Source: an optimization exercise on an open RTL-to-GDS flow (aim: small area, a short achievable clock period and few clock cycles per item). Production flows keep margins and buffers that such runs may drop.
The RTL was checked by simulation tests, not by an equivalence proof against the original design.
Power figures rest on the tool's default switching activity, not on a simulated workload.

--- flow/config.mk ---
export PLATFORM = sky130hd
export DESIGN_NAME = text_full_justify_top
export DESIGN_NICKNAME = text_full_justify_top
export VERILOG_FILES = /design/flow/design.v
export SDC_FILE = /design/flow/constraint.sdc
export NUM_CORES = 4
export LEC_CHECK = 0
export CAP_MARGIN = 20
export CORE_MARGIN = 2
export CORE_UTILIZATION = 40
export SLEW_MARGIN = 20
--- flow/constraint.sdc ---
create_clock -name core_clock -period 7.0 [get_ports {clk}]
set_input_delay 1.4000 -clock core_clock [delete_from_list [all_inputs] [get_ports {clk}]]
set_output_delay 1.4000 -clock core_clock [all_outputs]
set_load 0.01 [all_outputs]
--- flow/design.v ---
`default_nettype none
package tfj_pkg;
	localparam int MAX_WIDTH = 32;
	localparam int MAX_WORDS = 16;
	localparam logic [7:0] SPACE_CHAR = 8'd32;
	localparam logic [5:0] WIDTH_RESET = 6'd16;
	typedef struct packed {
		logic take;
		logic copy;
		logic div;
		logic full;
		logic emit;
		logic line_clear;
	} tfj_cmd_t;
	typedef struct packed {
		logic tend;
		logic wl_zero;
		logic words_zero;
		logic need_break;
		logic copy_last;
		logic div_done;
		logic emit_done;
	} tfj_sts_t;
endpackage
`default_nettype wire
`default_nettype none
module tfj_ctrl (
	input  wire logic              clk,
	input  wire logic              arst_n,
	input  wire logic              in_valid,
	input  wire logic              in_closes,
	output logic                   in_ready,
	input  wire tfj_pkg::tfj_sts_t sts,
	output tfj_pkg::tfj_cmd_t      cmd
);
	localparam logic [2:0] S_IDLE = 3'd0;
	localparam logic [2:0] S_FIN  = 3'd1;
	localparam logic [2:0] S_COPY = 3'd2;
	localparam logic [2:0] S_DIV  = 3'd3;
	localparam logic [2:0] S_EMIT = 3'd4;
	logic [2:0] state_q;
	logic [2:0] state_d;
	logic       full_q;
	logic       full_d;
	logic       ret_q;
	logic       ret_d;
	assign in_ready = state_q == S_IDLE;
	always_comb begin
		state_d = state_q;
		full_d  = full_q;
		ret_d   = ret_q;
		cmd     = '0;
		cmd.full = full_q;
		case (state_q)
			S_IDLE: begin
				cmd.take = in_valid;
				if (in_valid && in_closes) begin
					state_d = S_FIN;
				end
			end
			S_FIN: begin
				if (sts.wl_zero) begin
					if (sts.tend && !sts.words_zero) begin
						full_d  = 1'b0;
						ret_d   = 1'b0;
						state_d = S_DIV;
					end else begin
						state_d = S_IDLE;
					end
				end else if (sts.need_break) begin
					full_d  = 1'b1;
					ret_d   = 1'b1;
					state_d = S_DIV;
				end else begin
					state_d = S_COPY;
				end
			end
			S_COPY: begin
				cmd.copy = 1'b1;
				if (sts.copy_last) begin
					if (sts.tend) begin
						full_d  = 1'b0;
						ret_d   = 1'b0;
						state_d = S_DIV;
					end else begin
						state_d = S_IDLE;
					end
				end
			end
			S_DIV: begin
				cmd.div = 1'b1;
				if (sts.div_done) begin
					state_d = S_EMIT;
				end
			end
			S_EMIT: begin
				cmd.emit = 1'b1;
				if (sts.emit_done) begin
					cmd.line_clear = 1'b1;
					state_d = ret_q ? S_COPY : S_IDLE;
				end
			end
			default: state_d = S_IDLE;
		endcase
	end
	always_ff @(posedge clk or negedge arst_n) begin
		if (!arst_n) begin
			state_q <= S_IDLE;
			full_q  <= 1'b0;
			ret_q   <= 1'b0;
		end else begin
			state_q <= state_d;
			full_q  <= full_d;
			ret_q   <= ret_d;
		end
	end
endmodule
`default_nettype wire
`default_nettype none
module tfj_dp (
	input  wire logic            clk,
	input  wire logic            arst_n,
	input  wire tfj_pkg::tfj_cmd_t cmd,
	output tfj_pkg::tfj_sts_t    sts,
	input  wire logic            cfg_we,
	input  wire logic [5:0]      cfg_wdata,
	input  wire logic [7:0]      text_byte,
	input  wire logic            byte_valid,
	input  wire logic            text_end,
	output logic                 out_valid,
	input  wire logic            out_ready,
	output logic [7:0]           out_byte,
	output logic                 line_last,
	output logic                 word_cut
);
	localparam logic [1:0] PH_LET = 2'd0;
	localparam logic [1:0] PH_GAP = 2'd1;
	localparam logic [1:0] PH_PAD = 2'd2;
	logic [7:0] word_mem [tfj_pkg::MAX_WIDTH];
	logic [7:0] line_mem [tfj_pkg::MAX_WIDTH];
	logic [4:0] gap_q    [tfj_pkg::MAX_WORDS];
	logic [5:0] width_q;
	logic [5:0] wl_q;
	logic [5:0] letters_q;
	logic [4:0] words_q;
	logic       cut_q;
	logic       tend_q;
	logic [4:0] j_q;
	logic [2:0] cnt_q;
	logic [5:0] dq_q;
	logic [3:0] dr_q;
	logic       full_q;
	logic [5:0] base_q;
	logic [3:0] rem_q;
	logic [5:0] pos_q;
	logic [3:0] k_q;
	logic [5:0] i_q;
	logic [5:0] sp_q;
	logic [1:0] ph_q;
	logic       ov_q;
	logic [7:0] ob_q;
	logic       ol_q;
	logic       oc_q;
	logic [5:0] w;
	logic [5:0] wlc;
	logic       cut;
	logic [6:0] fit_sum;
	logic [5:0] spare;
	logic [3:0] gaps;
	logic [4:0] tmp;
	logic       qbit;
	logic [4:0] kn;
	logic       has_next;
	logic [5:0] e;
	logic [5:0] g;
	logic       slot_free;
	logic       step;
	logic       load;
	logic [7:0] load_byte;
	logic [4:0] lidx;
	always_comb begin
		if (width_q == 6'd0) begin
			w = 6'd1;
		end else if (width_q > 6'(tfj_pkg::MAX_WIDTH)) begin
			w = 6'(tfj_pkg::MAX_WIDTH);
		end else begin
			w = width_q;
		end
	end
	assign wlc      = (wl_q < w) ? wl_q : w;
	assign cut      = wl_q > w;
	assign fit_sum  = {1'b0, letters_q} + {2'b00, words_q} + {1'b0, wlc};
	assign spare    = (w > letters_q) ? (w - letters_q) : 6'd0;
	assign gaps     = words_q[3:0] - 4'd1;
	assign tmp      = {dr_q, dq_q[5]};
	assign qbit     = tmp >= {1'b0, gaps};
	assign kn       = {1'b0, k_q} + 5'd1;
	assign has_next = kn < words_q;
	assign e        = has_next ? {1'b0, gap_q[kn[3:0]]} : letters_q;
	assign g        = base_q + ((k_q < rem_q) ? 6'd1 : 6'd0);
	assign lidx     = letters_q[4:0] + j_q;
	assign sts.tend       = tend_q;
	assign sts.wl_zero    = wl_q == 6'd0;
	assign sts.words_zero = words_q == 5'd0;
	assign sts.need_break = (words_q != 5'd0)
		&& ((fit_sum > {1'b0, w}) || (words_q >= 5'(tfj_pkg::MAX_WORDS)));
	assign sts.copy_last  = ({1'b0, j_q} + 6'd1) == wlc;
	assign sts.div_done   = cnt_q == 3'd7;
	assign sts.emit_done  = pos_q == w;
	assign slot_free = !ov_q || out_ready;
	assign step      = cmd.emit && (pos_q != w) && slot_free;
	always_comb begin
		load      = 1'b0;
		load_byte = tfj_pkg::SPACE_CHAR;
		case (ph_q)
			PH_LET: begin
				if (i_q < e) begin
					load      = step;
					load_byte = line_mem[i_q[4:0]];
				end
			end
			PH_GAP: load = step && (sp_q != 6'd0);
			PH_PAD: load = step;
			default: load = 1'b0;
		endcase
	end
	always_ff @(posedge clk or negedge arst_n) begin
		if (!arst_n) begin
			width_q   <= tfj_pkg::WIDTH_RESET;
			wl_q      <= 6'd0;
			letters_q <= 6'd0;
			words_q   <= 5'd0;
			cut_q     <= 1'b0;
			tend_q    <= 1'b0;
			j_q       <= 5'd0;
		end else begin
			if (cfg_we) begin
				width_q <= cfg_wdata;
			end
			if (cmd.take) begin
				tend_q <= text_end;
				if (byte_valid && wl_q < 6'(tfj_pkg::MAX_WIDTH + 1)) begin
					wl_q <= wl_q + 6'd1;
				end
			end
			if (cmd.copy) begin
				if (sts.copy_last) begin
					letters_q <= letters_q + wlc;
					words_q   <= words_q + 5'd1;
					cut_q     <= cut_q | cut;
					wl_q      <= 6'd0;
					j_q       <= 5'd0;
				end else begin
					j_q <= j_q + 5'd1;
				end
			end
			if (cmd.line_clear) begin
				letters_q <= 6'd0;
				words_q   <= 5'd0;
				cut_q     <= 1'b0;
			end
		end
	end
	always_ff @(posedge clk) begin
		if (cmd.take && byte_valid && wl_q < 6'(tfj_pkg::MAX_WIDTH)) begin
			word_mem[wl_q[4:0]] <= text_byte;
		end
		if (cmd.copy) begin
			line_mem[lidx] <= word_mem[j_q];
			if (sts.copy_last) begin
				gap_q[words_q[3:0]] <= letters_q[4:0];
			end
		end
	end
	always_ff @(posedge clk or negedge arst_n) begin
		if (!arst_n) begin
			cnt_q  <= 3'd0;
			full_q <= 1'b0;
			ph_q   <= PH_LET;
			pos_q  <= 6'd0;
		end else begin
			if (!cmd.div) begin
				cnt_q <= 3'd0;
			end else if (cnt_q == 3'd0) begin
				dq_q   <= spare;
				dr_q   <= 4'd0;
				full_q <= cmd.full;
				cnt_q  <= 3'd1;
			end else if (cnt_q != 3'd7) begin
				dr_q  <= qbit ? 4'(tmp - {1'b0, gaps}) : tmp[3:0];
				dq_q  <= {dq_q[4:0], qbit};
				cnt_q <= cnt_q + 3'd1;
			end else begin
				if (full_q && gaps != 4'd0) begin
					base_q <= dq_q;
					rem_q  <= dr_q;
				end else begin
					base_q <= 6'd1;
					rem_q  <= 4'd0;
				end
				pos_q <= 6'd0;
				k_q   <= 4'd0;
				i_q   <= 6'd0;
				ph_q  <= PH_LET;
			end
			if (step) begin
				if (load) begin
					pos_q <= pos_q + 6'd1;
				end
				case (ph_q)
					PH_LET: begin
						if (i_q < e) begin
							i_q <= i_q + 6'd1;
						end else if (has_next) begin
							ph_q <= PH_GAP;
							sp_q <= g;
						end else begin
							ph_q <= PH_PAD;
						end
					end
					PH_GAP: begin
						if (sp_q != 6'd0) begin
							sp_q <= sp_q - 6'd1;
						end else begin
							k_q  <= kn[3:0];
							ph_q <= PH_LET;
						end
					end
					default: ph_q <= PH_PAD;
				endcase
			end
		end
	end
	always_ff @(posedge clk or negedge arst_n) begin
		if (!arst_n) begin
			ov_q <= 1'b0;
		end else if (load) begin
			ov_q <= 1'b1;
		end else if (out_ready) begin
			ov_q <= 1'b0;
		end
	end
	always_ff @(posedge clk) begin
		if (load) begin
			ob_q <= load_byte;
			ol_q <= (pos_q + 6'd1) == w;
			oc_q <= cut_q;
		end
	end
	assign out_valid = ov_q;
	assign out_byte  = ob_q;
	assign line_last = ol_q;
	assign word_cut  = oc_q;
endmodule
`default_nettype wire
`default_nettype none
module text_full_justify_top (
	input  wire logic       clk,
	input  wire logic       arst_n,
	input  wire logic       cfg_we,
	input  wire logic [5:0] cfg_wdata,
	input  wire logic       in_valid,
	output logic            in_ready,
	input  wire logic [7:0] in_byte,
	input  wire logic       in_byte_valid,
	input  wire logic       in_word_end,
	input  wire logic       in_text_end,
	output logic            out_valid,
	input  wire logic       out_ready,
	output logic [7:0]      out_byte,
	output logic            out_line_last,
	output logic            out_word_cut
);
	tfj_pkg::tfj_cmd_t cmd;
	tfj_pkg::tfj_sts_t sts;
	tfj_ctrl u_ctrl (
		.clk       (clk),
		.arst_n    (arst_n),
		.in_valid  (in_valid),
		.in_closes (in_word_end | in_text_end),
		.in_ready  (in_ready),
		.sts       (sts),
		.cmd       (cmd)
	);
	tfj_dp u_dp (
		.clk        (clk),
		.arst_n     (arst_n),
		.cmd        (cmd),
		.sts        (sts),
		.cfg_we     (cfg_we),
		.cfg_wdata  (cfg_wdata),
		.text_byte  (in_byte),
		.byte_valid (in_byte_valid),
		.text_end   (in_text_end),
		.out_valid  (out_valid),
		.out_ready  (out_ready),
		.out_byte   (out_byte),
		.line_last  (out_line_last),
		.word_cut   (out_word_cut)
	);
endmodule
`default_nettype wire
--- flow/run.sh ---
#!/bin/bash
# synth_recipe.tcl (not shown) runs the flow's synth.tcl, then flattens the netlist and writes it again
# the make line also repeats each setting of config.mk as NAME=value (left out here)
make -C /OpenROAD-flow-scripts/flow DESIGN_CONFIG=/design/flow/config.mk WORK_HOME=/design/flow/orfs CLKGATE_MAP_FILE= SYNTH_SCRIPT=/design/flow/synth_recipe.tcl finish
==> reports/metrics.cfg <==
[sta]
finalMaxSlewViolations = 0
setup-violations-final = 0
finalHoldViolCount = 0
rsz0062_at_grt = false
fmaxAchievable_ghz = 0.173
worst_slew_pin_slew_ns = 1.17
period_minus_slack_ns = 5.77
relSlewSlack = 0.218
fin_skew_ns = 0.0230
period_share = 0.824
tns_ns = 0

[clock_network]
cts-root-buf = clkbuf_16
worst_skew_pair.late_latency_ns = 0.61
holdBufCountCts = 0
cts_sinks = 685
htree_levels = 3
cts_post_setup_buffers_inserted = 0
cts_max_path_buffers = 3
cts_made_buffers = 75
path_clk_slew_ns = 0.06
cts_resized = 0
cts_tree = done

[floorplan]
die_w_um = 277
core_mm2 = 0.0741
initial_utilization = 0.402
rows = 100
die_h_um = 277
dieArea_mm2 = 0.0767
io_pins = 34

[synth]
synth_ff_type = edfxtp_1
ys_types = 76
syn-num-nets = 1903
async_flop_share = 0.0686
netlist_top_cells_area = edfxtp_1 (64%), mux4_2 (10%), dfrtp_1 (3.9%)
synth_top_area_share = 0.643
yosys_warnings = 2
synthCells = 1801
synth-edff-count = 638
syn_area_per_cell_um2 = 16.6
synth_area_mm2 = 0.0298
synth-seq-area-share = 0.682
synth_top_cell_by_area = edfxtp_1
synth-seq-cells = 685

[grt]
grt.overflow.total = 0
antenna_found_initial = 3
track_usage = 0.176
grt_pass1_vias = 16400
grt_pass1_wl_um = 103000
grt_max_degree = 68

[pwr]
power_density_mw_per_mm2 = 406
p_comb_frac = 0.296
clockPowerShare = 0.278
p_int_mw = 9.11
vdd.ir_drop.worst_mv = 0.291
swShare = 0.333
p_leak_nw = 11.6
p_seq_frac = 0.426
p_sw_mw = 4.55

[placed_design]
numPortBuffers = 33
dp_hpwl_um = 43800
placed_cell_area_mm2 = 0.0313
place.gp.congestion = 0.866

[route]
drc = 0
drt_iter0_drc = 1465
vias_per_cell = 5.49
wl_per_cell_um = 23.1
antenna_left = 0
drt_pass1_iterations = 5
vias = 15900
totalWireLength_um = 67000

[setup_path]
reg2regPathDepth = 20
worstSetupPathType = reg -> reg
r2r_slack_ns = 1.23
cp_max_fo = 10
cpMaxStageDelayCell = dfrtp_1
regToRegStartpoint = u_dp.width_q[5]
crit_path_end = u_ctrl.state_q[0]
arrival_ns = 6.26
critPathLaunchType = flop
cp_slowest_stage_delay_ns = 0.54
rr_endpoint = u_ctrl.state_q[0]
critPathLaunch = u_dp.width_q[5]
endpoint_kind = flop
path_cells = clkinv_1 -> nand2_1 -> ha_1 -> and3b_1 -> o21ai_1 -> and2_2 -> a21o_1 -> fa_1 -> ha_1 -> fa_1 -> a21o_1 -> a21oi_1 -> xnor2_1 -> ha_1 -> o21a_1 -> o211ai_1 -> a21oi_1 -> o41ai_1 -> a221oi_1 -> a21o_1
crit_required_ns = 7.50

[cells_and_area]
final_cell_area_mm2 = 0.0337
layout_commonest_cell = edfxtp_1
drive_gt1_frac = 0.164
final_cell_mix = edfxtp_1 (638), nor2_1 (157), mux4_2 (134)
nNetsFinal = 1970
syn2layout_area_growth_pct = 13.0
fill_cells = 6354

[run_status]
status = complete, no violations

[run]
drv_cap = 0

[worst_hold_path]
hold_path.class = reg -> reg

-- cells in the mapped netlist, drive strengths merged (8+ instances only) --
master	count
nor3	14
edfxtp	638
clkbuf	51
o221ai	24
and2	12
mux2i	96
a21o	26
nor2b	12
mux4	137
dfrtp	46
inv	58
a21oi	45
o21ai	54
xnor2	31
and4	18
nand3	18
nor2	159
xor2	21
nand4	8
fa	10
ha	70
a31oi	8
nand2	127
o22ai	13
buf	27
-- metal layers --
| metal | routed length (um) | up-vias | global-route usage |
|---|---|---|---|
| li1 | - | 7178 | - |
| met1 | 29400 | 8196 | 0.243 |
| met2 | 32200 | 411 | 0.281 |
| met3 | 3780 | 108 | 0.0350 |
| met4 | 1660 | 4 | 0.0603 |
| met5 | 27 | - | 0 |
-- critical path, delay by kind of cell, from the launching register on --
kind                       cells  cell delay, ns
xor gates and xnor gates       1            0.15
buffers and inverters          1            0.31
AOI/OAI and AO/OA             10            2.12
adders and majority gates      5            1.74
and+or+nand+nor                3            0.79
DFF                            1            0.54
-- kinds of logic (layout without fill, tap and decap cells) --
logic type / count (synthesis) / in the layout / share of synthesized area
fa+ha+maj: 80 / 80 / 0.0361
compound gates: 203 / 203 / 0.0465
simple gates: 404 / 404 / 0.0627
xor+xnor: 52 / 52 / 0.0155
flops: 685 / 685 / 0.682
other cells: 0 / 1 / 0
mux: 240 / 240 / 0.139
buf+inv: 137 / 263 / 0.0181
-- state kept, by name, summed over array words and instances (netlist names), 5 cells and up --
signal / cells
u_dp.word_mem: 256
u_dp.gap_q: 80
u_dp.dq_q: 6
u_dp.words_q: 5
u_dp.sp_q: 6
u_dp.pos_q: 6
u_dp.wl_q: 6
u_dp.width_q: 6
u_dp.i_q: 6
u_dp.letters_q: 6
u_dp.line_mem: 256
u_dp.j_q: 5
u_dp.base_q: 6
u_dp.ob_q: 8
-- final cells by class --
| cell class | count | area [um^2] | area share |
|---|---|---|---|
| Tap cell | 969 | 1210 | 0.0360 |
| Sequential cell | 685 | 20300 | 0.604 |
| Clock inverter | 45 | 395 | 0.0117 |
| Inverter | 59 | 221 | 0.00657 |
| Clock buffer | 91 | 1970 | 0.0584 |
| Multi-Input combinational cell | 979 | 8970 | 0.266 |
| Timing Repair Buffer | 68 | 578 | 0.0172 |
| Antenna cell | 1 | 2.50 | 0.0000743 |
-- power groups by stage --
stage               combinational (mW)  sequential [mW]  clock [mW]
floorplan                         2.69             5.79           0
global placement                  3.97             5.89           0
detailed placement                4.06             5.90           0
CTS                               4.08             5.82        3.88
global route                      4.46             5.86        4.04
finish                            4.04             5.82        3.80
-- metrics by stage --
step	utilization	power, mW	instances	hold WS, ns	setup WS (ns)
after floorplan	-	8.47	1801	0.425	1.97
after global placement	0.423	9.85	2760	0.442	1.44
after detailed placement	0.423	9.96	2760	0.455	1.28
after CTS	0.455	13.8	2896	0.471	1.25
after global routing	0.455	14.4	2896	0.473	0.806
final	0.455	13.7	2897	0.469	1.23
-- worst min path at each step --
| stage | startpoint | endpoint | slack, ns | depth (start not counted) |
|---|---|---|---|---|
| floorplan | u_dp.cut_q | u_dp.oc_q | 0.43 | 0 |
| global placement | u_dp.cut_q | u_dp.oc_q | 0.44 | 0 |
| detailed placement | u_dp.cut_q | u_dp.oc_q | 0.45 | 0 |
| CTS | u_dp.cut_q | u_dp.oc_q | 0.47 | 0 |
| global route | u_dp.cut_q | u_dp.oc_q | 0.47 | 0 |
| finish | u_dp.cut_q | u_dp.oc_q | 0.47 | 0 |
Testbench counts, summed over its fixed seeds: cycles 46,772, bytes 14,730.

afterwards: timing with drivers on the ports:
No port has a modelled driver above. Below, the same layout with a new extraction and two added sets of constraints.
Step 1 (the two cells are an assumption about what drives the block):
set clk [get_ports {clk}]
set_driving_cell -lib_cell sky130_fd_sc_hd__clkbuf_16 $clk
set_driving_cell -lib_cell sky130_fd_sc_hd__buf_2 [delete_from_list [all_inputs] $clk]
Step 2, shift: input delay + t, output delay - t, t = (earliest + latest rising clock arrival at the registers) / 2. This alone moves slack from input paths to output paths.
Three values: ideal, step 1, step 2; two values: the first two.
shift t [ns]: 0.668
slack for setup (ns): 1.235 / 1.235 / 1.235
hold slack, ns: 0.469 / 0.469 / 0.469
worst data-port slew with drivers (ns): 0.08
After both steps setup and hold are still met in this run. For this run, drivers alone change the setup slack by 0.000 ns; drivers and shift together by 0.000 ns.
